What follows belongs to an exercise in optimizing a design on an open flow for small area, a short achievable clock period and few clock cycles per item; a production flow would make more cautious choices. In this exercise RTL edits were held to simulation tests only and were not proved equivalent to the original.

==> flow/design.v (outline; a module is shown in full before it is edited, if it fits) <==
// module wtm32: 4544 lines
// module wtm_dreg: 3 lines
// module wtm_fa: 4 lines
// module wtm_ha: 4 lines
// module wtm_bpp: 3 lines
// module wtm_bpp1: 3 lines
// module wtm_and2: 3 lines
// module wtm_nand2: 3 lines
// module wtm_nor2: 3 lines
// module wtm_xor2: 3 lines
// module wtm_xnor2: 3 lines
// module wtm_inv: 3 lines
// module wtm_aoi21: 3 lines
// module wtm_oai21: 3 lines
module wtm32 (
  input  wire logic        clk,
  input  wire logic        arst_n,
  input  wire logic        in_valid,
  input  wire logic [31:0] in_a,
  input  wire logic [31:0] in_b,
  output logic             in_ready,
  output logic             out_valid,
  output logic [63:0]      out_product,
  input  wire logic        credit_ret
);
  // ...
==> flow/flow/run.sh <==
#!/bin/bash
# Own flow: the standard synthesis, then every combinational cell that
# synthesis sized above drive 1 is set back to drive 1 (hierarchical
# synthesis sizes each leaf module alone, without its real load), then
# the standard layout from floorplan to finish.  Timing repair in the
# layout steps upsizes again where a path needs it.
set -euo pipefail
bash standard.sh synth > synth_std.log 2>&1
R=orfs/results/${FLOW_PLATFORM}/wtm32/base
python3 flow/downsize.py "$R/1_2_yosys.v" > downsize.log 2>&1
rm -f "$R/1_synth.odb" "$R/1_synth.sdc"
bash standard.sh > layout_std.log 2>&1
==> flow/flow/downsize.py <==
#!/usr/bin/env python3
"""Set combinational cells of a sky130hd netlist to drive strength 1.
Flip-flops, latches, buffers, clock cells and tie cells are left alone."""
import re, sys
path = sys.argv[1]
src = open(path).read()
KEEP = ('df', 'dl', 'sdf', 'edf', 'buf', 'clk', 'conb', 'tap', 'fill', 'decap', 'diode', 'dly', 'ha_', 'fa_')
import os
lib = os.path.join(os.environ.get('FLOW_HOME', '/OpenROAD-flow-scripts/flow'),
                   'platforms/sky130hd/lib/sky130_fd_sc_hd__tt_025C_1v80.lib')
cells = set(re.findall(r'cell \("sky130_fd_sc_hd__(\w+)"\)', open(lib).read()))
count = {}
def repl(m):
    base, size = m.group(1), m.group(2)
    name = base + '_' + size
    if size in ('0', '1') or name.startswith(KEEP) or (base + '_1') not in cells:
        return m.group(0)
    count[name] = count.get(name, 0) + 1
    return 'sky130_fd_sc_hd__' + base + '_1 '
out = re.sub(r'\bsky130_fd_sc_hd__([a-z0-9]+(?:_[a-z0-9]+)*?)_(\d+)\s', repl, src)
open(path, 'w').write(out)
for k, v in sorted(count.items()):
    print(k, '->', k.rsplit('_', 1)[0] + '_1', v)
==> flow/standard.sh <==
#!/bin/bash
# synth_recipe.tcl (not shown) runs the flow's synth.tcl, then flattens the netlist and writes it again
# the make line also repeats each setting of config.mk as NAME=value (left out here)
make -C /OpenROAD-flow-scripts/flow DESIGN_CONFIG=/design/flow/config.mk WORK_HOME=/design/flow/orfs CLKGATE_MAP_FILE= SYNTH_SCRIPT=/design/flow/synth_recipe.tcl "${@:-finish}"
==> flow/config.mk <==
export PLATFORM = sky130hd
export DESIGN_NAME = wtm32
export DESIGN_NICKNAME = wtm32
export VERILOG_FILES = /design/flow/design.v
export SDC_FILE = /design/flow/constraint.sdc
export NUM_CORES = 4
export LEC_CHECK = 0
export CAP_MARGIN = 20
export CORE_MARGIN = 2
export CORE_UTILIZATION = 40
export SETUP_SLACK_MARGIN = 4.6
export SLEW_MARGIN = 20
export SYNTH_HIERARCHICAL = 1
==> flow/constraint.sdc <==
create_clock -name core_clock -period 8.0 [get_ports {clk}]
set_input_delay 1.6000 -clock core_clock [delete_from_list [all_inputs] [get_ports {clk}]]
set_output_delay 1.6000 -clock core_clock [all_outputs]
set_load 0.01 [all_outputs]
==> key figures, run 1 <==
Die
  – Die Span Y: roughly 280 µm
  – Initial core utilization: 40.32%

Timing
  – Min Tclk post-route: ~3.4 ns
  – Setup tns final: 0 ns
  – Worst Skew: 0.03764 ns
  – Fmax: 293.6 MHz
  – Hold Vio Cnt, Final: 0
  – Final Cycle Share: a little over two fifths
  – RSZ-0062 raised after global routing: yes

Final layout
  – Sequential share of cell area: 19.08%
  – Clock network share of area: under 10%
  – Clock buffer cells: 48
  – Max reg flops: around 170
  – Final #Nets: 3671
  – Footprint of the multi-input gates: between 20000 and 25000 µm²

Status
  – Status: timing/DRC/antenna clean

Worst setup path
  – Critical-path cell with the highest stage delay: dfxtp_4
  – R2R cell count: 6
  – CP most frequent cell: fa_1
  – FF-to-FF End: cs_q[83]$_DFF_P_

Min path
  – Hold path cells: 0

Synth
  – Mapped cell area: roughly 30000 µm²

Global route
  – Largest net degree at the start of global routing: 68

Placed design
  – GPL Wtd Cong: about 0.96

Detailed routing
  – DRC violations left: 0
Testbench counts, summed over its fixed seeds: cycles 3,224, items 3,200.
==> run 2: changes to the inputs <==
--- a/flow/design.v
+++ b/flow/design.v
@@ -3203,286 +3203,286 @@
   assign c1640 = pp1043 | pp1105;
   wtm_fa u1643 (.a(bq_pos[12]), .b(pp921), .c(pp983), .s(s1641), .co(c1642));
   wtm_fa u1646 (.a(pp923), .b(pp985), .c(pp1047), .s(s1644), .co(c1645));
   wtm_fa u1649 (.a(bq_pos[13]), .b(pp987), .c(pp1049), .s(s1647), .co(c1648));
   wtm_fa u1652 (.a(pp989), .b(pp1051), .c(pp1113), .s(s1650), .co(c1651));
   wtm_fa u1655 (.a(bq_pos[14]), .b(pp1053), .c(pp1115), .s(s1653), .co(c1654));
   assign s1656 = ~(pp1055 ^ pp1117);
   assign c1657 = pp1055 | pp1117;
-  wtm_fa u1660 (.a(c1122), .b(pp7), .c(pp69), .s(s1658), .co(c1659));
-  wtm_fa u1663 (.a(c1128), .b(s1130), .c(pp199), .s(s1661), .co(c1662));
-  wtm_fa u1666 (.a(c1131), .b(s1133), .c(pp201), .s(s1664), .co(c1665));
+  wtm_fa u1660 (.a(pp7), .b(pp69), .c(c1122), .s(s1658), .co(c1659));
+  wtm_fa u1663 (.a(pp199), .b(c1128), .c(s1130), .s(s1661), .co(c1662));
+  wtm_fa u1666 (.a(pp201), .b(c1131), .c(s1133), .s(s1664), .co(c1665));
   wtm_fa u1669 (.a(c1134), .b(s1136), .c(s1139), .s(s1667), .co(c1668));
   wtm_fa u1672 (.a(c1137), .b(c1140), .c(s1142), .s(s1670), .co(c1671));
   wtm_fa u1675 (.a(c1143), .b(s1145), .c(s1148), .s(s1673), .co(c1674));
   wtm_fa u1678 (.a(c1146), .b(c1149), .c(s1151), .s(s1676), .co(c1677));
   wtm_fa u1681 (.a(c1152), .b(c1155), .c(s1157), .s(s1679), .co(c1680));
-  wtm_fa u1684 (.a(s1160), .b(pp397), .c(bq_neg[6]), .s(s1682), .co(c1683));
+  wtm_fa u1684 (.a(pp397), .b(bq_neg[6]), .c(s1160), .s(s1682), .co(c1683));
   wtm_fa u1687 (.a(c1158), .b(c1161), .c(s1163), .s(s1685), .co(c1686));
   wtm_fa u1690 (.a(c1164), .b(c1167), .c(s1169), .s(s1688), .co(c1689));
   wtm_fa u1693 (.a(c1170), .b(c1173), .c(c1176), .s(s1691), .co(c1692));
-  wtm_fa u1696 (.a(s1178), .b(s1181), .c(pp403), .s(s1694), .co(c1695));
+  wtm_fa u1696 (.a(pp403), .b(s1178), .c(s1181), .s(s1694), .co(c1695));
   wtm_fa u1699 (.a(c1179), .b(c1182), .c(s1184), .s(s1697), .co(c1698));
-  wtm_fa u1702 (.a(s1187), .b(s1190), .c(bq_neg[8]), .s(s1700), .co(c1701));
+  wtm_fa u1702 (.a(bq_neg[8]), .b(s1187), .c(s1190), .s(s1700), .co(c1701));
   wtm_fa u1705 (.a(c1185), .b(c1188), .c(c1191), .s(s1703), .co(c1704));
   wtm_fa u1708 (.a(s1193), .b(s1196), .c(s1199), .s(s1706), .co(c1707));
   wtm_fa u1711 (.a(c1194), .b(c1197), .c(c1200), .s(s1709), .co(c1710));
   wtm_fa u1714 (.a(s1202), .b(s1205), .c(s1208), .s(s1712), .co(c1713));
   wtm_fa u1717 (.a(c1203), .b(c1206), .c(c1209), .s(s1715), .co(c1716));
   wtm_fa u1720 (.a(s1211), .b(s1214), .c(s1217), .s(s1718), .co(c1719));
   wtm_fa u1723 (.a(c1212), .b(c1215), .c(c1218), .s(s1721), .co(c1722));
   wtm_fa u1726 (.a(s1220), .b(s1223), .c(s1226), .s(s1724), .co(c1725));
   wtm_fa u1729 (.a(c1221), .b(c1224), .c(c1227), .s(s1727), .co(c1728));
   wtm_fa u1732 (.a(c1230), .b(s1232), .c(s1235), .s(s1730), .co(c1731));
-  wtm_fa u1735 (.a(s1238), .b(pp601), .c(pp663), .s(s1733), .co(c1734));
+  wtm_fa u1735 (.a(pp601), .b(pp663), .c(s1238), .s(s1733), .co(c1734));
   wtm_fa u1738 (.a(c1233), .b(c1236), .c(c1239), .s(s1736), .co(c1737));
   wtm_fa u1741 (.a(s1241), .b(s1244), .c(s1247), .s(s1739), .co(c1740));
   wtm_fa u1744 (.a(c1242), .b(c1245), .c(c1248), .s(s1742), .co(c1743));
   wtm_fa u1747 (.a(c1251), .b(s1253), .c(s1256), .s(s1745), .co(c1746));
   wtm_fa u1750 (.a(c1254), .b(c1257), .c(c1260), .s(s1748), .co(c1749));
   wtm_fa u1753 (.a(c1263), .b(s1265), .c(s1268), .s(s1751), .co(c1752));
-  wtm_fa u1756 (.a(s1271), .b(s1274), .c(pp793), .s(s1754), .co(c1755));
+  wtm_fa u1756 (.a(pp793), .b(s1271), .c(s1274), .s(s1754), .co(c1755));
   wtm_fa u1759 (.a(c1266), .b(c1269), .c(c1272), .s(s1757), .co(c1758));
   wtm_fa u1762 (.a(c1275), .b(s1277), .c(s1280), .s(s1760), .co(c1761));
-  wtm_fa u1765 (.a(s1283), .b(s1286), .c(pp795), .s(s1763), .co(c1764));
+  wtm_fa u1765 (.a(pp795), .b(s1283), .c(s1286), .s(s1763), .co(c1764));
   wtm_fa u1768 (.a(c1278), .b(c1281), .c(c1284), .s(s1766), .co(c1767));
   wtm_fa u1771 (.a(c1287), .b(s1289), .c(s1292), .s(s1769), .co(c1770));
   wtm_fa u1774 (.a(s1295), .b(s1298), .c(s1301), .s(s1772), .co(c1773));
   wtm_fa u1777 (.a(c1290), .b(c1293), .c(c1296), .s(s1775), .co(c1776));
   wtm_fa u1780 (.a(c1299), .b(c1302), .c(s1304), .s(s1778), .co(c1779));
   wtm_fa u1783 (.a(s1307), .b(s1310), .c(s1313), .s(s1781), .co(c1782));
   wtm_fa u1786 (.a(c1305), .b(c1308), .c(c1311), .s(s1784), .co(c1785));
   wtm_fa u1789 (.a(c1314), .b(s1316), .c(s1319), .s(s1787), .co(c1788));
   wtm_fa u1792 (.a(s1322), .b(s1325), .c(s1328), .s(s1790), .co(c1791));
   wtm_fa u1795 (.a(c1317), .b(c1320), .c(c1323), .s(s1793), .co(c1794));
   wtm_fa u1798 (.a(c1326), .b(c1329), .c(s1331), .s(s1796), .co(c1797));
   wtm_fa u1801 (.a(s1334), .b(s1337), .c(s1340), .s(s1799), .co(c1800));
   wtm_fa u1804 (.a(c1332), .b(c1335), .c(c1338), .s(s1802), .co(c1803));
   wtm_fa u1807 (.a(c1341), .b(c1344), .c(s1346), .s(s1805), .co(c1806));
   wtm_fa u1810 (.a(s1349), .b(s1352), .c(s1355), .s(s1808), .co(c1809));
-  wtm_fa u1813 (.a(s1358), .b(pp991), .c(bq_neg[15]), .s(s1811), .co(c1812));
+  wtm_fa u1813 (.a(pp991), .b(bq_neg[15]), .c(s1358), .s(s1811), .co(c1812));
   wtm_fa u1816 (.a(c1347), .b(c1350), .c(c1353), .s(s1814), .co(c1815));
   wtm_fa u1819 (.a(c1356), .b(c1359), .c(s1361), .s(s1817), .co(c1818));
   wtm_fa u1822 (.a(s1364), .b(s1367), .c(s1370), .s(s1820), .co(c1821));
   wtm_fa u1825 (.a(c1362), .b(c1365), .c(c1368), .s(s1823), .co(c1824));
   wtm_fa u1828 (.a(c1371), .b(c1374), .c(s1376), .s(s1826), .co(c1827));
   wtm_fa u1831 (.a(s1379), .b(s1382), .c(s1385), .s(s1829), .co(c1830));
-  wtm_fa u1834 (.a(s1388), .b(pp995), .c(pp1057), .s(s1832), .co(c1833));
+  wtm_fa u1834 (.a(pp995), .b(pp1057), .c(s1388), .s(s1832), .co(c1833));
   wtm_fa u1837 (.a(c1377), .b(c1380), .c(c1383), .s(s1835), .co(c1836));
   wtm_fa u1840 (.a(c1386), .b(c1389), .c(s1391), .s(s1838), .co(c1839));
   wtm_fa u1843 (.a(s1394), .b(s1397), .c(s1400), .s(s1841), .co(c1842));
   wtm_fa u1846 (.a(c1392), .b(c1395), .c(c1398), .s(s1844), .co(c1845));
-  wtm_fa u1849 (.a(c1401), .b(c1404), .c(c1407), .s(s1847), .co(c1848));
+  wtm_fa u1849 (.a(c1407), .b(c1401), .c(c1404), .s(s1847), .co(c1848));
   wtm_fa u1852 (.a(s1408), .b(s1411), .c(s1414), .s(s1850), .co(c1851));
-  wtm_fa u1855 (.a(s1417), .b(s1420), .c(pp1061), .s(s1853), .co(c1854));
+  wtm_fa u1855 (.a(pp1061), .b(s1417), .c(s1420), .s(s1853), .co(c1854));
   wtm_fa u1858 (.a(c1409), .b(c1412), .c(c1415), .s(s1856), .co(c1857));
   wtm_fa u1861 (.a(c1418), .b(c1421), .c(s1423), .s(s1859), .co(c1860));
   wtm_fa u1864 (.a(s1426), .b(s1429), .c(s1432), .s(s1862), .co(c1863));
   wtm_fa u1867 (.a(c1424), .b(c1427), .c(c1430), .s(s1865), .co(c1866));
   wtm_fa u1870 (.a(c1433), .b(c1436), .c(s1438), .s(s1868), .co(c1869));
   wtm_fa u1873 (.a(s1441), .b(s1444), .c(s1447), .s(s1871), .co(c1872));
   wtm_fa u1876 (.a(c1439), .b(c1442), .c(c1445), .s(s1874), .co(c1875));
   wtm_fa u1879 (.a(c1448), .b(c1451), .c(s1453), .s(s1877), .co(c1878));
   wtm_fa u1882 (.a(s1456), .b(s1459), .c(s1462), .s(s1880), .co(c1881));
   wtm_fa u1885 (.a(c1454), .b(c1457), .c(c1460), .s(s1883), .co(c1884));
   wtm_fa u1888 (.a(c1463), .b(c1466), .c(s1468), .s(s1886), .co(c1887));
   wtm_fa u1891 (.a(s1471), .b(s1474), .c(s1477), .s(s1889), .co(c1890));
   wtm_fa u1894 (.a(c1469), .b(c1472), .c(c1475), .s(s1892), .co(c1893));
-  wtm_fa u1897 (.a(c1478), .b(c1481), .c(s1482), .s(s1895), .co(c1896));
+  wtm_fa u1897 (.a(c1481), .b(c1478), .c(s1482), .s(s1895), .co(c1896));
   wtm_fa u1900 (.a(s1485), .b(s1488), .c(s1491), .s(s1898), .co(c1899));
   wtm_fa u1903 (.a(c1483), .b(c1486), .c(c1489), .s(s1901), .co(c1902));
   wtm_fa u1906 (.a(c1492), .b(s1494), .c(s1497), .s(s1904), .co(c1905));
-  wtm_fa u1909 (.a(s1500), .b(s1503), .c(pp1073), .s(s1907), .co(c1908));
+  wtm_fa u1909 (.a(pp1073), .b(s1500), .c(s1503), .s(s1907), .co(c1908));
   wtm_fa u1912 (.a(c1495), .b(c1498), .c(c1501), .s(s1910), .co(c1911));
   wtm_fa u1915 (.a(c1504), .b(s1506), .c(s1509), .s(s1913), .co(c1914));
-  wtm_fa u1918 (.a(s1512), .b(s1515), .c(pp1075), .s(s1916), .co(c1917));
+  wtm_fa u1918 (.a(pp1075), .b(s1512), .c(s1515), .s(s1916), .co(c1917));
   wtm_fa u1921 (.a(c1507), .b(c1510), .c(c1513), .s(s1919), .co(c1920));
   wtm_fa u1924 (.a(c1516), .b(s1518), .c(s1521), .s(s1922), .co(c1923));
   assign s1925 = ~(s1524 ^ s1527);
   assign c1926 = s1524 | s1527;
   wtm_fa u1929 (.a(c1519), .b(c1522), .c(c1525), .s(s1927), .co(c1928));
   wtm_fa u1932 (.a(c1528), .b(s1530), .c(s1533), .s(s1930), .co(c1931));
   wtm_fa u1935 (.a(c1531), .b(c1534), .c(c1537), .s(s1933), .co(c1934));
   wtm_fa u1938 (.a(c1540), .b(s1542), .c(s1545), .s(s1936), .co(c1937));
   wtm_fa u1941 (.a(c1543), .b(c1546), .c(c1549), .s(s1939), .co(c1940));
   wtm_fa u1944 (.a(c1552), .b(s1553), .c(s1556), .s(s1942), .co(c1943));
-  wtm_fa u1947 (.a(s1559), .b(pp1021), .c(pp1083), .s(s1945), .co(c1946));
+  wtm_fa u1947 (.a(pp1021), .b(pp1083), .c(s1559), .s(s1945), .co(c1946));
   wtm_fa u1950 (.a(c1554), .b(c1557), .c(c1560), .s(s1948), .co(c1949));
   wtm_fa u1953 (.a(s1562), .b(s1565), .c(s1568), .s(s1951), .co(c1952));
   wtm_fa u1956 (.a(c1563), .b(c1566), .c(c1569), .s(s1954), .co(c1955));
   wtm_fa u1959 (.a(s1571), .b(s1574), .c(s1577), .s(s1957), .co(c1958));
   wtm_fa u1962 (.a(c1572), .b(c1575), .c(c1578), .s(s1960), .co(c1961));
   wtm_fa u1965 (.a(s1580), .b(s1583), .c(s1586), .s(s1963), .co(c1964));
   wtm_fa u1968 (.a(c1581), .b(c1584), .c(c1587), .s(s1966), .co(c1967));
   wtm_fa u1971 (.a(s1589), .b(s1592), .c(s1595), .s(s1969), .co(c1970));
   wtm_fa u1974 (.a(c1590), .b(c1593), .c(c1596), .s(s1972), .co(c1973));
-  wtm_fa u1977 (.a(s1598), .b(s1601), .c(s1604), .s(s1975), .co(c1976));
-  wtm_fa u1980 (.a(c1599), .b(c1602), .c(c1605), .s(s1978), .co(c1979));
-  wtm_fa u1983 (.a(s1606), .b(s1609), .c(pp1033), .s(s1981), .co(c1982));
+  wtm_fa u1977 (.a(s1604), .b(s1598), .c(s1601), .s(s1975), .co(c1976));
+  wtm_fa u1980 (.a(c1605), .b(c1599), .c(c1602), .s(s1978), .co(c1979));
+  wtm_fa u1983 (.a(pp1033), .b(s1606), .c(s1609), .s(s1981), .co(c1982));
   wtm_fa u1986 (.a(c1607), .b(c1610), .c(s1612), .s(s1984), .co(c1985));
-  assign s1987 = ~(s1615 ^ pp1097);
-  assign c1988 = s1615 | pp1097;
+  assign s1987 = ~(pp1097 ^ s1615);
+  assign c1988 = pp1097 | s1615;
   wtm_fa u1991 (.a(c1613), .b(c1616), .c(s1618), .s(s1989), .co(c1990));
   wtm_fa u1994 (.a(c1619), .b(c1622), .c(s1624), .s(s1992), .co(c1993));
   wtm_fa u1997 (.a(c1625), .b(c1628), .c(s1630), .s(s1995), .co(c1996));
   wtm_fa u2000 (.a(c1631), .b(c1634), .c(s1636), .s(s1998), .co(c1999));
-  wtm_fa u2003 (.a(c1637), .b(c1640), .c(s1641), .s(s2001), .co(c2002));
-  wtm_fa u2006 (.a(c1642), .b(s1644), .c(pp1109), .s(s2004), .co(c2005));
-  wtm_fa u2009 (.a(c1645), .b(s1647), .c(pp1111), .s(s2007), .co(c2008));
+  wtm_fa u2003 (.a(c1640), .b(c1637), .c(s1641), .s(s2001), .co(c2002));
+  wtm_fa u2006 (.a(pp1109), .b(c1642), .c(s1644), .s(s2004), .co(c2005));
+  wtm_fa u2009 (.a(pp1111), .b(c1645), .c(s1647), .s(s2007), .co(c2008));
   assign s2010 = ~(c1648 ^ s1650);
   assign c2011 = c1648 | s1650;
-  wtm_fa u2014 (.a(c1657), .b(bq_pos[15]), .c(pp1119), .s(s2012), .co(c2013));
-  wtm_fa u2017 (.a(c1659), .b(s1124), .c(bq_neg[2]), .s(s2015), .co(c2016));
-  wtm_fa u2020 (.a(c1668), .b(s1670), .c(pp205), .s(s2018), .co(c2019));
-  wtm_fa u2023 (.a(c1671), .b(s1673), .c(bq_neg[5]), .s(s2021), .co(c2022));
-  wtm_fa u2026 (.a(c1674), .b(s1676), .c(s1154), .s(s2024), .co(c2025));
+  wtm_fa u2014 (.a(bq_pos[15]), .b(pp1119), .c(c1657), .s(s2012), .co(c2013));
+  wtm_fa u2017 (.a(bq_neg[2]), .b(s1124), .c(c1659), .s(s2015), .co(c2016));
+  wtm_fa u2020 (.a(pp205), .b(c1668), .c(s1670), .s(s2018), .co(c2019));
+  wtm_fa u2023 (.a(bq_neg[5]), .b(c1671), .c(s1673), .s(s2021), .co(c2022));
+  wtm_fa u2026 (.a(s1154), .b(c1674), .c(s1676), .s(s2024), .co(c2025));
   wtm_fa u2029 (.a(c1677), .b(s1679), .c(s1682), .s(s2027), .co(c2028));
   wtm_fa u2032 (.a(c1680), .b(c1683), .c(s1685), .s(s2030), .co(c2031));
-  wtm_fa u2035 (.a(c1686), .b(s1688), .c(s1172), .s(s2033), .co(c2034));
+  wtm_fa u2035 (.a(s1172), .b(c1686), .c(s1688), .s(s2033), .co(c2034));
   wtm_fa u2038 (.a(c1689), .b(s1691), .c(s1694), .s(s2036), .co(c2037));
   wtm_fa u2041 (.a(c1692), .b(c1695), .c(s1697), .s(s2039), .co(c2040));
   wtm_fa u2044 (.a(c1698), .b(c1701), .c(s1703), .s(s2042), .co(c2043));
   wtm_fa u2047 (.a(c1704), .b(c1707), .c(s1709), .s(s2045), .co(c2046));
-  wtm_fa u2050 (.a(s1712), .b(pp595), .c(bq_neg[9]), .s(s2048), .co(c2049));
+  wtm_fa u2050 (.a(pp595), .b(bq_neg[9]), .c(s1712), .s(s2048), .co(c2049));
   wtm_fa u2053 (.a(c1710), .b(c1713), .c(s1715), .s(s2051), .co(c2052));
   wtm_fa u2056 (.a(c1716), .b(c1719), .c(s1721), .s(s2054), .co(c2055));
   wtm_fa u2059 (.a(c1722), .b(c1725), .c(s1727), .s(s2057), .co(c2058));
-  wtm_fa u2062 (.a(c1728), .b(c1731), .c(c1734), .s(s2060), .co(c2061));
-  wtm_fa u2065 (.a(s1736), .b(s1739), .c(s1250), .s(s2063), .co(c2064));
+  wtm_fa u2062 (.a(c1728), .b(c1734), .c(c1731), .s(s2060), .co(c2061));
+  wtm_fa u2065 (.a(s1250), .b(s1736), .c(s1739), .s(s2063), .co(c2064));
   wtm_fa u2068 (.a(c1737), .b(c1740), .c(s1742), .s(s2066), .co(c2067));
-  wtm_fa u2071 (.a(s1745), .b(s1259), .c(s1262), .s(s2069), .co(c2070));
+  wtm_fa u2071 (.a(s1259), .b(s1262), .c(s1745), .s(s2069), .co(c2070));
   wtm_fa u2074 (.a(c1743), .b(c1746), .c(s1748), .s(s2072), .co(c2073));
-  wtm_fa u2077 (.a(s1751), .b(s1754), .c(bq_neg[12]), .s(s2075), .co(c2076));
+  wtm_fa u2077 (.a(bq_neg[12]), .b(s1751), .c(s1754), .s(s2075), .co(c2076));
   wtm_fa u2080 (.a(c1749), .b(c1752), .c(c1755), .s(s2078), .co(c2079));
   wtm_fa u2083 (.a(s1757), .b(s1760), .c(s1763), .s(s2081), .co(c2082));
   wtm_fa u2086 (.a(c1758), .b(c1761), .c(c1764), .s(s2084), .co(c2085));
   wtm_fa u2089 (.a(s1766), .b(s1769), .c(s1772), .s(s2087), .co(c2088));
   wtm_fa u2092 (.a(c1767), .b(c1770), .c(c1773), .s(s2090), .co(c2091));
   wtm_fa u2095 (.a(s1775), .b(s1778), .c(s1781), .s(s2093), .co(c2094));
   wtm_fa u2098 (.a(c1776), .b(c1779), .c(c1782), .s(s2096), .co(c2097));
   wtm_fa u2101 (.a(s1784), .b(s1787), .c(s1790), .s(s2099), .co(c2100));
   wtm_fa u2104 (.a(c1785), .b(c1788), .c(c1791), .s(s2102), .co(c2103));
   wtm_fa u2107 (.a(s1793), .b(s1796), .c(s1799), .s(s2105), .co(c2106));
   wtm_fa u2110 (.a(c1794), .b(c1797), .c(c1800), .s(s2108), .co(c2109));
   wtm_fa u2113 (.a(s1802), .b(s1805), .c(s1808), .s(s2111), .co(c2112));
   wtm_fa u2116 (.a(c1803), .b(c1806), .c(c1809), .s(s2114), .co(c2115));
   wtm_fa u2119 (.a(c1812), .b(s1814), .c(s1817), .s(s2117), .co(c2118));
-  wtm_fa u2122 (.a(s1820), .b(s1373), .c(pp993), .s(s2120), .co(c2121));
+  wtm_fa u2122 (.a(pp993), .b(s1373), .c(s1820), .s(s2120), .co(c2121));
   wtm_fa u2125 (.a(c1815), .b(c1818), .c(c1821), .s(s2123), .co(c2124));
   wtm_fa u2128 (.a(s1823), .b(s1826), .c(s1829), .s(s2126), .co(c2127));
   wtm_fa u2131 (.a(c1824), .b(c1827), .c(c1830), .s(s2129), .co(c2130));
   wtm_fa u2134 (.a(c1833), .b(s1835), .c(s1838), .s(s2132), .co(c2133));
-  wtm_fa u2137 (.a(s1841), .b(s1403), .c(s1406), .s(s2135), .co(c2136));
+  wtm_fa u2137 (.a(s1406), .b(s1403), .c(s1841), .s(s2135), .co(c2136));
   wtm_fa u2140 (.a(c1836), .b(c1839), .c(c1842), .s(s2138), .co(c2139));
   wtm_fa u2143 (.a(s1844), .b(s1847), .c(s1850), .s(s2141), .co(c2142));
   assign s2144 = ~s1853;
   assign c2145 = s1853;
   wtm_fa u2148 (.a(c1845), .b(c1848), .c(c1851), .s(s2146), .co(c2147));
   wtm_fa u2151 (.a(c1854), .b(s1856), .c(s1859), .s(s2149), .co(c2150));
-  wtm_fa u2154 (.a(s1862), .b(s1435), .c(pp1063), .s(s2152), .co(c2153));
+  wtm_fa u2154 (.a(pp1063), .b(s1435), .c(s1862), .s(s2152), .co(c2153));
   wtm_fa u2157 (.a(c1857), .b(c1860), .c(c1863), .s(s2155), .co(c2156));
   wtm_fa u2160 (.a(s1865), .b(s1868), .c(s1871), .s(s2158), .co(c2159));
   assign s2161 = ~s1450;
   assign c2162 = s1450;
   wtm_fa u2165 (.a(c1866), .b(c1869), .c(c1872), .s(s2163), .co(c2164));
   wtm_fa u2168 (.a(s1874), .b(s1877), .c(s1880), .s(s2166), .co(c2167));
   wtm_fa u2171 (.a(c1875), .b(c1878), .c(c1881), .s(s2169), .co(c2170));
   wtm_fa u2174 (.a(s1883), .b(s1886), .c(s1889), .s(s2172), .co(c2173));
   wtm_fa u2177 (.a(c1884), .b(c1887), .c(c1890), .s(s2175), .co(c2176));
   wtm_fa u2180 (.a(s1892), .b(s1895), .c(s1898), .s(s2178), .co(c2179));
   wtm_fa u2183 (.a(c1893), .b(c1896), .c(c1899), .s(s2181), .co(c2182));
   wtm_fa u2186 (.a(s1901), .b(s1904), .c(s1907), .s(s2184), .co(c2185));
   wtm_fa u2189 (.a(c1902), .b(c1905), .c(c1908), .s(s2187), .co(c2188));
   wtm_fa u2192 (.a(s1910), .b(s1913), .c(s1916), .s(s2190), .co(c2191));
   wtm_fa u2195 (.a(c1911), .b(c1914), .c(c1917), .s(s2193), .co(c2194));
-  wtm_fa u2198 (.a(s1919), .b(s1922), .c(s1925), .s(s2196), .co(c2197));
-  wtm_fa u2201 (.a(c1920), .b(c1923), .c(c1926), .s(s2199), .co(c2200));
-  wtm_fa u2204 (.a(s1927), .b(s1930), .c(s1536), .s(s2202), .co(c2203));
+  wtm_fa u2198 (.a(s1925), .b(s1919), .c(s1922), .s(s2196), .co(c2197));
+  wtm_fa u2201 (.a(c1926), .b(c1920), .c(c1923), .s(s2199), .co(c2200));
+  wtm_fa u2204 (.a(s1536), .b(s1927), .c(s1930), .s(s2202), .co(c2203));
   wtm_fa u2207 (.a(c1928), .b(c1931), .c(s1933), .s(s2205), .co(c2206));
-  wtm_fa u2210 (.a(s1936), .b(s1548), .c(s1551), .s(s2208), .co(c2209));
+  wtm_fa u2210 (.a(s1551), .b(s1548), .c(s1936), .s(s2208), .co(c2209));
   wtm_fa u2213 (.a(c1934), .b(c1937), .c(s1939), .s(s2211), .co(c2212));
-  wtm_fa u2216 (.a(c1940), .b(c1943), .c(c1946), .s(s2214), .co(c2215));
-  wtm_fa u2219 (.a(s1948), .b(s1951), .c(pp1085), .s(s2217), .co(c2218));
+  wtm_fa u2216 (.a(c1940), .b(c1946), .c(c1943), .s(s2214), .co(c2215));
+  wtm_fa u2219 (.a(pp1085), .b(s1948), .c(s1951), .s(s2217), .co(c2218));
   wtm_fa u2222 (.a(c1949), .b(c1952), .c(s1954), .s(s2220), .co(c2221));
   wtm_fa u2225 (.a(c1955), .b(c1958), .c(s1960), .s(s2223), .co(c2224));
   wtm_fa u2228 (.a(c1961), .b(c1964), .c(s1966), .s(s2226), .co(c2227));
   wtm_fa u2231 (.a(c1967), .b(c1970), .c(s1972), .s(s2229), .co(c2230));
   wtm_fa u2234 (.a(c1973), .b(c1976), .c(s1978), .s(s2232), .co(c2233));
   wtm_fa u2237 (.a(c1979), .b(c1982), .c(s1984), .s(s2235), .co(c2236));
-  wtm_fa u2240 (.a(c1985), .b(c1988), .c(s1989), .s(s2238), .co(c2239));
-  wtm_fa u2243 (.a(c1990), .b(s1992), .c(s1627), .s(s2241), .co(c2242));
-  wtm_fa u2246 (.a(c1993), .b(s1995), .c(s1633), .s(s2244), .co(c2245));
-  wtm_fa u2249 (.a(c1996), .b(s1998), .c(s1639), .s(s2247), .co(c2248));
-  wtm_fa u2252 (.a(c1999), .b(s2001), .c(pp1045), .s(s2250), .co(c2251));
+  wtm_fa u2240 (.a(c1988), .b(c1985), .c(s1989), .s(s2238), .co(c2239));
+  wtm_fa u2243 (.a(s1627), .b(c1990), .c(s1992), .s(s2241), .co(c2242));
+  wtm_fa u2246 (.a(s1633), .b(c1993), .c(s1995), .s(s2244), .co(c2245));
+  wtm_fa u2249 (.a(s1639), .b(c1996), .c(s1998), .s(s2247), .co(c2248));
+  wtm_fa u2252 (.a(pp1045), .b(c1999), .c(s2001), .s(s2250), .co(c2251));
   assign s2253 = ~(c2002 ^ s2004);
   assign c2254 = c2002 | s2004;
-  wtm_fa u2257 (.a(c2011), .b(c1651), .c(s1653), .s(s2255), .co(c2256));
-  wtm_fa u2260 (.a(c2016), .b(c1125), .c(s1127), .s(s2258), .co(c2259));
-  wtm_fa u2263 (.a(c2028), .b(s2030), .c(s1166), .s(s2261), .co(c2262));
-  wtm_fa u2266 (.a(c2031), .b(s2033), .c(s1175), .s(s2264), .co(c2265));
-  wtm_fa u2269 (.a(c2034), .b(s2036), .c(pp465), .s(s2267), .co(c2268));
-  wtm_fa u2272 (.a(c2037), .b(s2039), .c(s1700), .s(s2270), .co(c2271));
-  wtm_fa u2275 (.a(c2040), .b(s2042), .c(s1706), .s(s2273), .co(c2274));
+  wtm_fa u2257 (.a(c1651), .b(s1653), .c(c2011), .s(s2255), .co(c2256));
+  wtm_fa u2260 (.a(c1125), .b(s1127), .c(c2016), .s(s2258), .co(c2259));
+  wtm_fa u2263 (.a(s1166), .b(c2028), .c(s2030), .s(s2261), .co(c2262));
+  wtm_fa u2266 (.a(s1175), .b(c2031), .c(s2033), .s(s2264), .co(c2265));
+  wtm_fa u2269 (.a(pp465), .b(c2034), .c(s2036), .s(s2267), .co(c2268));
+  wtm_fa u2272 (.a(s1700), .b(c2037), .c(s2039), .s(s2270), .co(c2271));
+  wtm_fa u2275 (.a(s1706), .b(c2040), .c(s2042), .s(s2273), .co(c2274));
   wtm_fa u2278 (.a(c2043), .b(s2045), .c(s2048), .s(s2276), .co(c2277));
   wtm_fa u2281 (.a(c2046), .b(c2049), .c(s2051), .s(s2279), .co(c2280));
-  wtm_fa u2284 (.a(c2052), .b(s2054), .c(s1724), .s(s2282), .co(c2283));
-  wtm_fa u2287 (.a(c2055), .b(s2057), .c(s1730), .s(s2285), .co(c2286));
+  wtm_fa u2284 (.a(s1724), .b(c2052), .c(s2054), .s(s2282), .co(c2283));
+  wtm_fa u2287 (.a(s1730), .b(c2055), .c(s2057), .s(s2285), .co(c2286));
   wtm_fa u2290 (.a(c2058), .b(s2060), .c(s2063), .s(s2288), .co(c2289));
   wtm_fa u2293 (.a(c2061), .b(c2064), .c(s2066), .s(s2291), .co(c2292));
   wtm_fa u2296 (.a(c2067), .b(c2070), .c(s2072), .s(s2294), .co(c2295));
   wtm_fa u2299 (.a(c2073), .b(c2076), .c(s2078), .s(s2297), .co(c2298));
   wtm_fa u2302 (.a(c2079), .b(c2082), .c(s2084), .s(s2300), .co(c2301));
   wtm_fa u2305 (.a(c2085), .b(c2088), .c(s2090), .s(s2303), .co(c2304));
-  wtm_fa u2308 (.a(s2093), .b(pp799), .c(pp861), .s(s2306), .co(c2307));
+  wtm_fa u2308 (.a(pp799), .b(pp861), .c(s2093), .s(s2306), .co(c2307));
   wtm_fa u2311 (.a(c2091), .b(c2094), .c(s2096), .s(s2309), .co(c2310));
   wtm_ha u2314 (.a(s2099), .b(bq_neg[14]), .s(s2312), .co(c2313));
   wtm_fa u2317 (.a(c2097), .b(c2100), .c(s2102), .s(s2315), .co(c2316));
   wtm_ha u2320 (.a(s2105), .b(s1343), .s(s2318), .co(c2319));
   wtm_fa u2323 (.a(c2103), .b(c2106), .c(s2108), .s(s2321), .co(c2322));
   wtm_ha u2326 (.a(s2111), .b(s1811), .s(s2324), .co(c2325));
   wtm_fa u2329 (.a(c2109), .b(c2112), .c(s2114), .s(s2327), .co(c2328));
   wtm_ha u2332 (.a(s2117), .b(s2120), .s(s2330), .co(c2331));
   wtm_fa u2335 (.a(c2115), .b(c2118), .c(c2121), .s(s2333), .co(c2334));
-  wtm_fa u2338 (.a(s2123), .b(s2126), .c(s1832), .s(s2336), .co(c2337));
+  wtm_fa u2338 (.a(s1832), .b(s2123), .c(s2126), .s(s2336), .co(c2337));
   wtm_fa u2341 (.a(c2124), .b(c2127), .c(s2129), .s(s2339), .co(c2340));
   wtm_ha u2344 (.a(s2132), .b(s2135), .s(s2342), .co(c2343));
   wtm_fa u2347 (.a(c2130), .b(c2133), .c(c2136), .s(s2345), .co(c2346));
-  wtm_fa u2350 (.a(s2138), .b(s2141), .c(s2144), .s(s2348), .co(c2349));
-  wtm_fa u2353 (.a(c2139), .b(c2142), .c(c2145), .s(s2351), .co(c2352));
+  wtm_fa u2350 (.a(s2144), .b(s2138), .c(s2141), .s(s2348), .co(c2349));
+  wtm_fa u2353 (.a(c2145), .b(c2139), .c(c2142), .s(s2351), .co(c2352));
   wtm_fa u2356 (.a(s2146), .b(s2149), .c(s2152), .s(s2354), .co(c2355));
   wtm_fa u2359 (.a(c2147), .b(c2150), .c(c2153), .s(s2357), .co(c2358));
-  wtm_fa u2362 (.a(s2155), .b(s2158), .c(s2161), .s(s2360), .co(c2361));
-  wtm_fa u2365 (.a(c2156), .b(c2159), .c(c2162), .s(s2363), .co(c2364));
-  wtm_fa u2368 (.a(s2163), .b(s2166), .c(s1465), .s(s2366), .co(c2367));
+  wtm_fa u2362 (.a(s2161), .b(s2155), .c(s2158), .s(s2360), .co(c2361));
+  wtm_fa u2365 (.a(c2162), .b(c2156), .c(c2159), .s(s2363), .co(c2364));
+  wtm_fa u2368 (.a(s1465), .b(s2163), .c(s2166), .s(s2366), .co(c2367));
   wtm_fa u2371 (.a(c2164), .b(c2167), .c(s2169), .s(s2369), .co(c2370));
   wtm_ha u2374 (.a(s2172), .b(s1480), .s(s2372), .co(c2373));
   wtm_fa u2377 (.a(c2170), .b(c2173), .c(s2175), .s(s2375), .co(c2376));
-  wtm_fa u2380 (.a(s2178), .b(pp1009), .c(pp1071), .s(s2378), .co(c2379));
+  wtm_fa u2380 (.a(pp1009), .b(pp1071), .c(s2178), .s(s2378), .co(c2379));
   wtm_fa u2383 (.a(c2176), .b(c2179), .c(s2181), .s(s2381), .co(c2382));
   assign s2384 = ~s2184;
   assign c2385 = s2184;
   wtm_fa u2388 (.a(c2182), .b(c2185), .c(s2187), .s(s2386), .co(c2387));
   wtm_fa u2391 (.a(c2188), .b(c2191), .c(s2193), .s(s2389), .co(c2390));
-  wtm_fa u2394 (.a(c2194), .b(c2197), .c(s2199), .s(s2392), .co(c2393));
+  wtm_fa u2394 (.a(c2194), .b(s2199), .c(c2197), .s(s2392), .co(c2393));
   wtm_fa u2397 (.a(c2200), .b(c2203), .c(s2205), .s(s2395), .co(c2396));
   wtm_fa u2400 (.a(c2206), .b(c2209), .c(s2211), .s(s2398), .co(c2399));
   wtm_fa u2403 (.a(c2212), .b(s2214), .c(s2217), .s(s2401), .co(c2402));
   wtm_fa u2406 (.a(c2215), .b(c2218), .c(s2220), .s(s2404), .co(c2405));
-  wtm_fa u2409 (.a(c2221), .b(s2223), .c(s1963), .s(s2407), .co(c2408));
-  wtm_fa u2412 (.a(c2224), .b(s2226), .c(s1969), .s(s2410), .co(c2411));
-  wtm_fa u2415 (.a(c2227), .b(s2229), .c(s1975), .s(s2413), .co(c2414));
-  wtm_fa u2418 (.a(c2230), .b(s2232), .c(s1981), .s(s2416), .co(c2417));
-  wtm_fa u2421 (.a(c2233), .b(s2235), .c(s1987), .s(s2419), .co(c2420));
-  wtm_fa u2424 (.a(c2236), .b(s2238), .c(s1621), .s(s2422), .co(c2423));
+  wtm_fa u2409 (.a(s1963), .b(c2221), .c(s2223), .s(s2407), .co(c2408));
+  wtm_fa u2412 (.a(s1969), .b(c2224), .c(s2226), .s(s2410), .co(c2411));
+  wtm_fa u2415 (.a(s1975), .b(c2227), .c(s2229), .s(s2413), .co(c2414));
+  wtm_fa u2418 (.a(s1981), .b(c2230), .c(s2232), .s(s2416), .co(c2417));
+  wtm_fa u2421 (.a(s1987), .b(c2233), .c(s2235), .s(s2419), .co(c2420));
+  wtm_fa u2424 (.a(s1621), .b(c2236), .c(s2238), .s(s2422), .co(c2423));
   assign s2425 = ~(c2239 ^ s2241);
   assign c2426 = c2239 | s2241;
-  wtm_fa u2429 (.a(c2248), .b(s2250), .c(pp1107), .s(s2427), .co(c2428));
-  wtm_fa u2432 (.a(c2254), .b(c2005), .c(s2007), .s(s2430), .co(c2431));
-  wtm_fa u2435 (.a(c2256), .b(c1654), .c(s1656), .s(s2433), .co(c2434));
+  wtm_fa u2429 (.a(pp1107), .b(c2248), .c(s2250), .s(s2427), .co(c2428));
+  wtm_fa u2432 (.a(c2005), .b(s2007), .c(c2254), .s(s2430), .co(c2431));
+  wtm_fa u2435 (.a(s1656), .b(c1654), .c(c2256), .s(s2433), .co(c2434));
   wtm_ha u2438 (.a(cs_q[34]), .b(cs_q[35]), .s(s2436), .co(c2437));
   wtm_ha u2441 (.a(cs_q[38]), .b(cs_q[39]), .s(s2439), .co(c2440));
   wtm_ha u2444 (.a(cs_q[41]), .b(cs_q[42]), .s(s2442), .co(c2443));
   wtm_ha u2447 (.a(cs_q[44]), .b(cs_q[45]), .s(s2445), .co(c2446));
   wtm_ha u2450 (.a(cs_q[47]), .b(cs_q[48]), .s(s2448), .co(c2449));
   wtm_ha u2453 (.a(cs_q[50]), .b(cs_q[51]), .s(s2451), .co(c2452));
   wtm_ha u2456 (.a(cs_q[53]), .b(cs_q[54]), .s(s2454), .co(c2455));
   wtm_ha u2459 (.a(cs_q[56]), .b(cs_q[57]), .s(s2457), .co(c2458));
@@ -3516,49 +3516,49 @@
   wtm_ha u2543 (.a(cs_q[18]), .b(cs_q[19]), .s(s2541), .co(c2542));
   wtm_ha u2546 (.a(cs_q[20]), .b(cs_q[21]), .s(s2544), .co(c2545));
   wtm_ha u2549 (.a(cs_q[22]), .b(cs_q[23]), .s(s2547), .co(c2548));
   wtm_ha u2552 (.a(cs_q[24]), .b(cs_q[25]), .s(s2550), .co(c2551));
   wtm_ha u2555 (.a(cs_q[26]), .b(cs_q[27]), .s(s2553), .co(c2554));
   wtm_ha u2558 (.a(cs_q[28]), .b(cs_q[29]), .s(s2556), .co(c2557));
   wtm_ha u2561 (.a(cs_q[30]), .b(cs_q[31]), .s(s2559), .co(c2560));
   wtm_ha u2564 (.a(cs_q[32]), .b(cs_q[33]), .s(s2562), .co(c2563));
-  wtm_fa u2567 (.a(s2436), .b(cs_q[36]), .c(cs_q[37]), .s(s2565), .co(c2566));
-  wtm_fa u2570 (.a(c2437), .b(s2439), .c(cs_q[40]), .s(s2568), .co(c2569));
-  wtm_fa u2573 (.a(c2440), .b(s2442), .c(cs_q[43]), .s(s2571), .co(c2572));
-  wtm_fa u2576 (.a(c2443), .b(s2445), .c(cs_q[46]), .s(s2574), .co(c2575));
-  wtm_fa u2579 (.a(c2446), .b(s2448), .c(cs_q[49]), .s(s2577), .co(c2578));
-  wtm_fa u2582 (.a(c2449), .b(s2451), .c(cs_q[52]), .s(s2580), .co(c2581));
-  wtm_fa u2585 (.a(c2452), .b(s2454), .c(cs_q[55]), .s(s2583), .co(c2584));
-  wtm_fa u2588 (.a(c2455), .b(s2457), .c(cs_q[58]), .s(s2586), .co(c2587));
-  wtm_fa u2591 (.a(c2458), .b(s2460), .c(cs_q[61]), .s(s2589), .co(c2590));
-  wtm_fa u2594 (.a(c2461), .b(s2463), .c(cs_q[65]), .s(s2592), .co(c2593));
-  wtm_fa u2597 (.a(c2464), .b(s2466), .c(cs_q[69]), .s(s2595), .co(c2596));
-  wtm_fa u2600 (.a(c2467), .b(s2469), .c(cs_q[73]), .s(s2598), .co(c2599));
-  wtm_fa u2603 (.a(c2470), .b(s2472), .c(cs_q[77]), .s(s2601), .co(c2602));
-  wtm_fa u2606 (.a(c2473), .b(s2475), .c(cs_q[81]), .s(s2604), .co(c2605));
-  wtm_fa u2609 (.a(c2476), .b(s2478), .c(cs_q[85]), .s(s2607), .co(c2608));
-  wtm_fa u2612 (.a(c2479), .b(s2481), .c(cs_q[89]), .s(s2610), .co(c2611));
-  wtm_fa u2615 (.a(c2482), .b(s2484), .c(cs_q[93]), .s(s2613), .co(c2614));
-  wtm_fa u2618 (.a(c2485), .b(s2487), .c(cs_q[97]), .s(s2616), .co(c2617));
-  wtm_fa u2621 (.a(c2488), .b(s2490), .c(cs_q[101]), .s(s2619), .co(c2620));
-  wtm_fa u2624 (.a(c2491), .b(s2493), .c(cs_q[105]), .s(s2622), .co(c2623));
-  wtm_fa u2627 (.a(c2494), .b(s2496), .c(cs_q[109]), .s(s2625), .co(c2626));
-  wtm_fa u2630 (.a(c2497), .b(s2499), .c(cs_q[113]), .s(s2628), .co(c2629));
-  wtm_fa u2633 (.a(c2500), .b(s2502), .c(cs_q[117]), .s(s2631), .co(c2632));
-  wtm_fa u2636 (.a(c2503), .b(s2505), .c(cs_q[120]), .s(s2634), .co(c2635));
-  wtm_fa u2639 (.a(c2506), .b(s2508), .c(cs_q[124]), .s(s2637), .co(c2638));
-  wtm_fa u2642 (.a(c2509), .b(s2511), .c(cs_q[127]), .s(s2640), .co(c2641));
-  wtm_fa u2645 (.a(c2512), .b(s2514), .c(cs_q[131]), .s(s2643), .co(c2644));
-  assign s2646 = ~(c2515 ^ s2517);
-  assign c2647 = c2515 | s2517;
-  wtm_fa u2650 (.a(c2518), .b(s2520), .c(cs_q[137]), .s(s2648), .co(c2649));
-  assign s2651 = ~(c2521 ^ s2523);
-  assign c2652 = c2521 | s2523;
-  wtm_fa u2655 (.a(c2524), .b(cs_q[140]), .c(cs_q[141]), .s(s2653), .co(c2654));
+  wtm_fa u2567 (.a(cs_q[36]), .b(cs_q[37]), .c(s2436), .s(s2565), .co(c2566));
+  wtm_fa u2570 (.a(cs_q[40]), .b(c2437), .c(s2439), .s(s2568), .co(c2569));
+  wtm_fa u2573 (.a(cs_q[43]), .b(c2440), .c(s2442), .s(s2571), .co(c2572));
+  wtm_fa u2576 (.a(cs_q[46]), .b(c2443), .c(s2445), .s(s2574), .co(c2575));
+  wtm_fa u2579 (.a(cs_q[49]), .b(c2446), .c(s2448), .s(s2577), .co(c2578));
+  wtm_fa u2582 (.a(cs_q[52]), .b(c2449), .c(s2451), .s(s2580), .co(c2581));
+  wtm_fa u2585 (.a(cs_q[55]), .b(c2452), .c(s2454), .s(s2583), .co(c2584));
+  wtm_fa u2588 (.a(cs_q[58]), .b(c2455), .c(s2457), .s(s2586), .co(c2587));
+  wtm_fa u2591 (.a(cs_q[61]), .b(c2458), .c(s2460), .s(s2589), .co(c2590));
+  wtm_fa u2594 (.a(cs_q[65]), .b(c2461), .c(s2463), .s(s2592), .co(c2593));
+  wtm_fa u2597 (.a(cs_q[69]), .b(c2464), .c(s2466), .s(s2595), .co(c2596));
+  wtm_fa u2600 (.a(cs_q[73]), .b(c2467), .c(s2469), .s(s2598), .co(c2599));
+  wtm_fa u2603 (.a(cs_q[77]), .b(c2470), .c(s2472), .s(s2601), .co(c2602));
+  wtm_fa u2606 (.a(cs_q[81]), .b(c2473), .c(s2475), .s(s2604), .co(c2605));
+  wtm_fa u2609 (.a(cs_q[85]), .b(c2476), .c(s2478), .s(s2607), .co(c2608));
+  wtm_fa u2612 (.a(cs_q[89]), .b(c2479), .c(s2481), .s(s2610), .co(c2611));
+  wtm_fa u2615 (.a(cs_q[93]), .b(c2482), .c(s2484), .s(s2613), .co(c2614));
+  wtm_fa u2618 (.a(cs_q[97]), .b(c2485), .c(s2487), .s(s2616), .co(c2617));
+  wtm_fa u2621 (.a(cs_q[101]), .b(c2488), .c(s2490), .s(s2619), .co(c2620));
+  wtm_fa u2624 (.a(cs_q[105]), .b(c2491), .c(s2493), .s(s2622), .co(c2623));
+  wtm_fa u2627 (.a(cs_q[109]), .b(c2494), .c(s2496), .s(s2625), .co(c2626));
+  wtm_fa u2630 (.a(cs_q[113]), .b(c2497), .c(s2499), .s(s2628), .co(c2629));
+  wtm_fa u2633 (.a(cs_q[117]), .b(c2500), .c(s2502), .s(s2631), .co(c2632));
+  wtm_fa u2636 (.a(cs_q[120]), .b(s2505), .c(c2503), .s(s2634), .co(c2635));
+  wtm_fa u2639 (.a(cs_q[124]), .b(c2506), .c(s2508), .s(s2637), .co(c2638));
+  wtm_fa u2642 (.a(cs_q[127]), .b(s2511), .c(c2509), .s(s2640), .co(c2641));
+  wtm_fa u2645 (.a(cs_q[131]), .b(c2512), .c(s2514), .s(s2643), .co(c2644));
+  assign s2646 = ~(s2517 ^ c2515);
+  assign c2647 = s2517 | c2515;
+  wtm_fa u2650 (.a(cs_q[137]), .b(c2518), .c(s2520), .s(s2648), .co(c2649));
+  assign s2651 = ~(s2523 ^ c2521);
+  assign c2652 = s2523 | c2521;
+  wtm_fa u2655 (.a(cs_q[140]), .b(cs_q[141]), .c(c2524), .s(s2653), .co(c2654));
   wtm_ha u2658 (.a(cs_q[142]), .b(cs_q[143]), .s(s2656), .co(c2657));
   wtm_fa u2661 (.a(cs_q[144]), .b(cs_q[145]), .c(cs_q[146]), .s(s2659), .co(c2660));
   wtm_ha u2664 (.a(cs_q[147]), .b(cs_q[148]), .s(s2662), .co(c2663));
   wtm_fa u2667 (.a(cs_q[149]), .b(cs_q[150]), .c(cs_q[151]), .s(s2665), .co(c2666));
   wtm_ha u2670 (.a(cs_q[152]), .b(cs_q[153]), .s(s2668), .co(c2669));
   wtm_fa u2673 (.a(cs_q[154]), .b(cs_q[155]), .c(cs_q[156]), .s(s2671), .co(c2672));
   wtm_ha u2676 (.a(cs_q[157]), .b(cs_q[158]), .s(s2674), .co(c2675));
   wtm_ha u2679 (.a(cs_q[160]), .b(cs_q[161]), .s(s2677), .co(c2678));
@@ -4556,16 +4556,19 @@
   assign co = a & b;
 endmodule
 module wtm_bpp (input wire logic one, two, neg, x1, x0, output logic pp);
   assign pp = ((one & x1) | (two & x0)) ^ neg;
 endmodule
 module wtm_bpp1 (input wire logic one, neg, x, output logic pp);
   assign pp = (one & x) ^ neg;
 endmodule
+module wtm_maj3 (input wire logic a, b, c, output logic y);
+  assign y = (a & b) | (a & c) | (b & c);
+endmodule
 module wtm_and2 (input wire logic a, b, output logic y);
   assign y = a & b;
 endmodule
 module wtm_nand2 (input wire logic a, b, output logic y);
   assign y = ~(a & b);
 endmodule
 module wtm_nor2 (input wire logic a, b, output logic y);
   assign y = ~(a | b);
==> flow/config.mk (replaced) <==
export PLATFORM = sky130hd
export DESIGN_NAME = wtm32
export DESIGN_NICKNAME = wtm32
export VERILOG_FILES = /design/flow/design.v
export SDC_FILE = /design/flow/constraint.sdc
export NUM_CORES = 4
export LEC_CHECK = 0
export CAP_MARGIN = 20
export CORE_MARGIN = 2
export CORE_UTILIZATION = 40
export PLACE_DENSITY = 0.75
export SETUP_SLACK_MARGIN = 4.7
export SLEW_MARGIN = 20
export SYNTH_HIERARCHICAL = 1
==> run 2 against run 1 <==
Still clean. Final cell count is 0.74% higher. Via count up 5.4%. Clock-buffer cell count down 1. Sequential cell count is the same. Utilization grew 0.90 points. Fmax grew 1.1%. Largest cell class unchanged. Highest routed layer is now met4.
==> key figures, run 2 <==
Placed design
  – GPL Wtd Cong: 0.9731 (was 0.9575)
  – HPWL Detailed: 69350 µm (was 73560 µm)
  – I/O Buffers: 133 (unchanged)

Timing
  – Setup tns final: 0 ns (unchanged)
  – Worst-margin pin slew: 0.7005 ns (was 0.7863 ns)
  – Worst Skew: 0.04277 ns (was 0.03764 ns)
  – Max Slew Vio Count: 0 (unchanged)
  – Min Tclk post-route: 3.368 ns (was 3.406 ns)
  – Rel. slew slack: 53.30% (was 47.58%)
  – Final hold slack: 0.3455 ns (was 0.3444 ns)
  – Fmax: 296.9 MHz (was 293.6 MHz)
  – Hold Vio Cnt, Final: 0 (unchanged)
  – Final Cycle Share: 42.10% (was 42.58%)
  – Final setup fails: 0 (unchanged)
  – RSZ-0062 raised after global routing: yes (unchanged)

Die
  – Initial core utilization: 40.32% (unchanged)
  – Die width: 277.5 µm (unchanged)
  – Die Span Y: 277.5 µm (unchanged)
  – IO Pins: 134 (unchanged)
  – Num rows: 100 (unchanged)
  – Die ar.: 77000 µm² (unchanged)
  – Core Region: 74200 µm² (unchanged)

Final layout
  – Synth-to-layout area growth: 19.55% (was 17.31%)
  – Max reg flops: 171 (unchanged)
  – Top flop regs: cs_q x171, out_product x64, a_q x32 (unchanged)
  – Leading cell type in the layout, fill and taps excluded: xnor2_1 (unchanged)
  – Commonest non-fill, non-tap cells in the layout: 584 x xnor2_1, 496 x a22oi_1, 473 x fa_1 (was 583 x xnor2_1, 496 x a22oi_1, 473 x fa_1)
  – Biggest register: cs_q (unchanged)
  – Share of layout cells above drive strength 1: 8.386% (was 7.304%)
  – Final #Nets: 3700 (was 3671)

Min path
  – Hold path cells: 0 (unchanged)
  – Type of the most critical hold path: flop to flop (unchanged)

Synth
  – Mapped cell area: 29920 µm² (unchanged)
  – Synth Net Count: 3447 (unchanged)
  – Post-Syn Area per Cell: 10.48 µm² (unchanged)
  – Yosys Warn Count: 7 (unchanged)
  – Post-synthesis cell count: 2854 (unchanged)

Worst setup path
  – Reg2Reg Setup Slack: 4.63 ns (was 4.59 ns)
  – Slowest Stage Delay on Critical Path: 0.73 ns (was 0.75 ns)
  – Kind of cell adding the most delay to the critical path: adder cells (unchanged)
  – Setup Crit Path Kind: flop to flop (unchanged)
  – Buffers & Inverters on Critical Path: 0 (unchanged)
  – Critical-path cell with the highest stage delay: dfxtp_4 (unchanged)
  – Worst Setup End Kind: flop (unchanged)
  – CP Max Fanout: 33 (was 32)
  – R2R cell count: 6 (unchanged)
  – Critical Path Stages: 6 (unchanged)
  – WP data required: 8.45 ns (was 8.43 ns)
  – Cell Chain, Critical Path: a22oi_1 -> xnor2_1 -> fa_1 -> fa_1 -> fa_1 -> fa_1 (unchanged)
  – CP most frequent cell: fa_1 (unchanged)
  – Startpoint Class: flop (unchanged)
  – CP Data Arrival Time: 3.82 ns (was 3.84 ns)

Global route
  – Largest net degree at the start of global routing: 68 (unchanged)
  – M3 GR Usage: 10.75% (was 8.734%)
  – Vias in the first global route: 27390 (was 27440)
  – Initial antenna violation count: 2 (was 4)
  – Grt total ovfl: 0 (unchanged)
  – Global Route Usage Sum: 28.11% (was 29.13%)
  – Busiest grt layer: met2 (unchanged)
  – Met1 global-route usage: 34.46% (was 35.95%)
  – GRT met2 Usage: 43.38% (was 46.40%)
  – Global-route wire length before repair: 165800 µm (was 169400 µm)

Detailed routing
  – Routed wire length: 121500 µm (was 118600 µm)
  – DR vias: 26710 (was 25340)
  – 1st-iter DRT viols: 4060 (was 2990)
  – DRC violations left: 0 (unchanged)
  – Routed vias/inst: 6.500 (was 6.211)
  – Length of the first detailed-routing pass in iterations: 8 (unchanged)
  – Final antenna-violating net count: 0 (unchanged)
  – Routed wire per std cell: 29.56 µm (was 29.09 µm)

Clock tree
  – Worst-path clk slew: 0.07 ns (was 0.06 ns)
  – CTS H-Tree Depth: 2 (unchanged)
  – Clock sink total: 322 (unchanged)
  – TritonCTS clock tree: yes (unchanged)
  – Root Buffer: clkbuf_16 (unchanged)
  – CTS buffer count: 39 (was 41)
  – Longest Clk Path Bufs: 3 (unchanged)
  – Worst skew pair latency: 0.61 ns (was 0.59 ns)

Status
  – Status: timing/DRC/antenna clean (unchanged)

Job
  – Max-Cap Viols: 0 (unchanged)
## run 2: worst paths after layout
kind | start | to
min reg2reg | v2$_DFF_PN0_ | out_valid$_DFF_PN0_
max reg2reg | a_q[5]$_DFF_P_ | cs_q[33]$_DFF_P_
min in group asynchronous | arst_n | credits[1]$_DFF_PN0_
max in group asynchronous | arst_n | ready$_DFF_PN1_
min | v2$_DFF_PN0_ | out_valid$_DFF_PN0_
max | a_q[5]$_DFF_P_ | cs_q[33]$_DFF_P_
## run 2: metrics by stage
stage | instance area, µm² | instances | setup WS (ns) | util, %
2_1_floorplan | 29940 | 2854 | 4.746 | -
3_3_place_gp | 32740 | 3982 | 4.360 | 44.13
3_5_place_dp | 32740 | 3982 | 4.337 | 44.13
4_1_cts | 34270 | 4052 | 4.667 | 46.19
5_1_grt | 35760 | 4105 | 4.617 | 48.19
6_report | 35770 | 4109 | 4.632 | 48.20
## run 2: layout make-up
type / count / area, µm²
Inverter: 114 / 427.9
Timing Repair Buffer: 212 / 2814
Tap cell: 969 / 1212
Clock inverter: 23 / 224.0
Sequential cell: 322 / 6709
Fill cell: 6614 / 38430
Multi-Input combinational cell: 2418 / 23320
Clock buffer: 47 / 1046
Antenna cell: 4 / 10.01
## run 2: per-layer routing
| metal | up-vias | part of all wire (%) |
|---|---|---|
| met5 | - | 0 |
| met4 | 0 | 7.6 |
| met3 | 831 | 16 |
| met2 | 2565 | 42 |
| met1 | 12850 | 34 |
| li1 | 10460 | - |
## run 2: worst reg2reg max path, stage by stage (launching register included)
cell and delay, ns:
dfxtp_4 0.73, a22oi_1 0.22, xnor2_1 0.20, fa_1 0.58, fa_1 0.47, fa_1 0.54
fa_1 0.47
## run 2: timing repair
| item | 4_1_cts | 5_1_grt |
|---|---|---|
| pin swaps | 0 | 4 |
| hold buffers | 0 | 0 |
| buffers inserted | 0 | 53 |
| setup endpoints to repair | 128 | 117 |
| resized for setup | 73 | 65 |
| gates cloned | 0 | 0 |
Testbench counts of run 2, summed over its fixed seeds: cycles 3,224, items 3,200.

-- re-timing with driven ports --
Ports are ideal in the flow. The routed layouts listed here were re-timed in OpenROAD.
Step 1 (the two cells are an assumption about what drives the block):
set clk [get_ports {clk}]
set_driving_cell -lib_cell sky130_fd_sc_hd__clkbuf_16 $clk
set_driving_cell -lib_cell sky130_fd_sc_hd__buf_2 [delete_from_list [all_inputs] $clk]
Step 2, shift: input delay + t, output delay - t, t = (earliest + latest rising clock arrival at the registers) / 2. This alone moves slack from input paths to output paths.
a / b / c = ideal / step 1 / step 2; a / b = the first two.
run | shift t [ns] | setup slack, ns | hold slack, ns | worst setup path after step 2 | slew at the worst register clock pin (ns)
run 1 | 0.637 | 4.594 / 4.594 / 4.536 | 0.344 / 0.344 / 0.344 | input to register | 0.07 / 0.07
run 2 | 0.651 | 4.632 / 4.632 / 4.546 | 0.346 / 0.346 / 0.346 | input to register | 0.07 / 0.07
After both steps setup and hold are still met in every run listed. The setup slack of run 2, which loses most, moves by 0.000 ns with the drivers and by -0.086 ns with both steps.
